From an optimization exercise on the open Yosys and OpenROAD flow, aimed at small area and a short achievable clock period; shortcuts taken in it are not production practice.
Function was checked by simulation only, so behaviour that the tests miss may differ from the original.
Power figures rest on the tool's default switching activity, not on a simulated workload.

== run A ==
// data_mem_ctrl
module data_mem_ctrl #(
    parameter int DATA_W = 32,
    parameter int DEPTH  = 64
) (
    input  logic                clk,
    input  logic                rst_n,
    input  logic                req,
    input  logic                we,
    input  logic [31:0]         addr,
    input  logic [DATA_W-1:0]   wdata,
    input  logic [DATA_W/8-1:0] be,
    output logic                ready,
    output logic                rvalid,
    output logic [DATA_W-1:0]   rdata,
    output logic                err
);
clock: 3.5 ns
lec_check: 0
cap_margin: 0
core_margin: 2
core_utilization: 55
cts_cluster_diameter: 80
cts_cluster_size: 24
gpl_timing_driven: 0
setup_slack_margin: 1.2
slew_margin: 0
synth_hierarchical: 1
synth_minimum_keep_size: 0
tns_end_percent: 10
standard.sh (not shown) runs the stock make flow with config.mk's settings and CLKGATE_MAP_FILE= SYNTH_SCRIPT=/design/flow/synth_recipe.tcl, a recipe that flattens the netlist after the stock synthesis.
==> flow/flow/run.sh <==
#!/bin/bash
# The standard layout, with the port buffers made of plain buffers (instead of the delay
# cells buffer_ports picks by default) and timing repair free to resize across footprints.
set -euo pipefail
bash standard.sh \
  BUFFER_PORTS_ARGS="-buffer_cell sky130_fd_sc_hd__buf_4" \
  MATCH_CELL_FOOTPRINT=0 \
  finish > standard_flow.log 2>&1
Setup changes, run A to run B
diff --git a/flow/config.mk b/flow/config.mk
--- a/flow/config.mk
+++ b/flow/config.mk
@@ -6,12 +6,11 @@
 export NUM_CORES = 4
 export LEC_CHECK = 0
-export CAP_MARGIN = 0
+export CAP_MARGIN = 20
 export CORE_MARGIN = 2
-export CORE_UTILIZATION = 55
+export CORE_UTILIZATION = 75
 export CTS_CLUSTER_DIAMETER = 80
 export CTS_CLUSTER_SIZE = 24
-export GPL_TIMING_DRIVEN = 0
 export SETUP_SLACK_MARGIN = 1.2
-export SLEW_MARGIN = 0
+export SLEW_MARGIN = 20
 export SYNTH_HIERARCHICAL = 1
 export SYNTH_MINIMUM_KEEP_SIZE = 0
[summary]
- Between run B and run A, the relative area of non-clock buffer cells in the final design is higher for run B.
- Looking at combinational cell fraction of total power, run B sits above run A.
- Cell area | run B vs run A | run B smaller
- Between run B and run A, the number of setup buffers added after CTS is higher for run B.
- Comparing run B and run A, the higher global-route usage was measured on run B.
- Higher fraction of power consumed by the clock network among run B and run A: run A
- Higher number of global-route vias before repair goes to run B over run A.
- Overall power consumption delta for run B relative to run A: 0.00023 W lower
- Non-filler instance count after layout: run B vs run A down 4.1%
- Summary — multi-input gate count, run B relative to run A: higher, by 1.5%.
- Proportion of layout cells with a drive suffix above 1 sits higher in run B than in run A.
> inputs changed (run B -> run C)
diff --git a/flow/config.mk b/flow/config.mk
--- a/flow/config.mk
+++ b/flow/config.mk
@@ -8,5 +8,5 @@
 export CAP_MARGIN = 20
 export CORE_MARGIN = 2
-export CORE_UTILIZATION = 75
+export CORE_UTILIZATION = 65
 export CTS_CLUSTER_DIAMETER = 80
 export CTS_CLUSTER_SIZE = 24
==> run summary <==
Run C: PASS, flow complete, no timing, DRC or antenna violations
The start point of the critical path comes out addr[7] in one run and addr[3] in the other, namely in run C and run B respectively.
Full die area, run C vs run B: up by more than 10%
When the final numbers for run C and run B were put side by side, the first-iteration DRC count turned out to be smaller in run C.
Static leakage improves in run C relative to run B.
Between run C and run B, it is run C whose clock tree buffer count of the final layout is lower, by 5.7%.
Modified inputs, run D compared to run C
diff --git a/flow/config.mk b/flow/config.mk
--- a/flow/config.mk
+++ b/flow/config.mk
@@ -8,5 +8,5 @@
 export CAP_MARGIN = 20
 export CORE_MARGIN = 2
-export CORE_UTILIZATION = 65
+export CORE_UTILIZATION = 55
 export CTS_CLUSTER_DIAMETER = 80
 export CTS_CLUSTER_SIZE = 24
Results
- Run D vs run C — power rose about 2.4%.
- Max layout-stage area growth over the synthesis result across run C and run D: run D
- Run C -> run D: final routed wirelength across all metal layers increased by a few percent
- The lower final design instance area without fill came out of run C.
- Compared with run C, combinational power in run D increased by more than a quarter.
- Initial antenna violation count, run C and run D, lower one = run C.
- Part of the total power dissipated in combinational logic in run D is 0.4 points higher than in run C
- Run D ran to completion and came out clean on the timing, DRC and antenna checks.
- Comparing run C and run D, the higher utilization after layout was measured on run C.
- There was hardly any difference in number of max-slew violations in the final report between run D and run C.
- Higher number of iterations in the first detailed-routing pass goes to run D over run C.

separate check: timing with driven ports:
How much do the figures lean on ideal ports? The routed layouts below were timed once more, with nothing changed but the port constraints. Step 1, drivers: a clkbuf_16 drives clk and a buf_2 each remaining input, both assumed. Step 2 also shifts input and output timing later by t, the mid clock arrival at the registers, as if the neighbouring blocks saw the same clock. a / b / c = ideal / step 1 / step 2; a / b = the first two.
| run | t, ns | slack for setup (ns) | hold slack, ns | worst setup path at the end | worst register clock-pin slew, ns |
|---|---|---|---|---|---|
| run A | 0.815 | 0.861 / 0.779 / -0.036 | 0.012 / -0.043 / 0.465 | input to register | 0.10 / 0.10 |
| run B | 0.816 | 0.608 / 0.614 / -0.202 | 0.033 / -0.019 / 0.467 | input to register | 0.11 / 0.11 |
| run C | 0.805 | 1.001 / 0.936 / 0.130 | 0.050 / -0.007 / 0.467 | input to register | 0.10 / 0.10 |
| run D | 0.826 | 1.007 / 0.991 / 0.166 | 0.038 / -0.021 / 0.468 | input to register | 0.10 / 0.10 |
With both steps, setup timing fails in run A and run B, where it was met with ideal ports. The setup slack of run A, which loses most, moves by -0.082 ns with the drivers and by -0.897 ns with both steps.
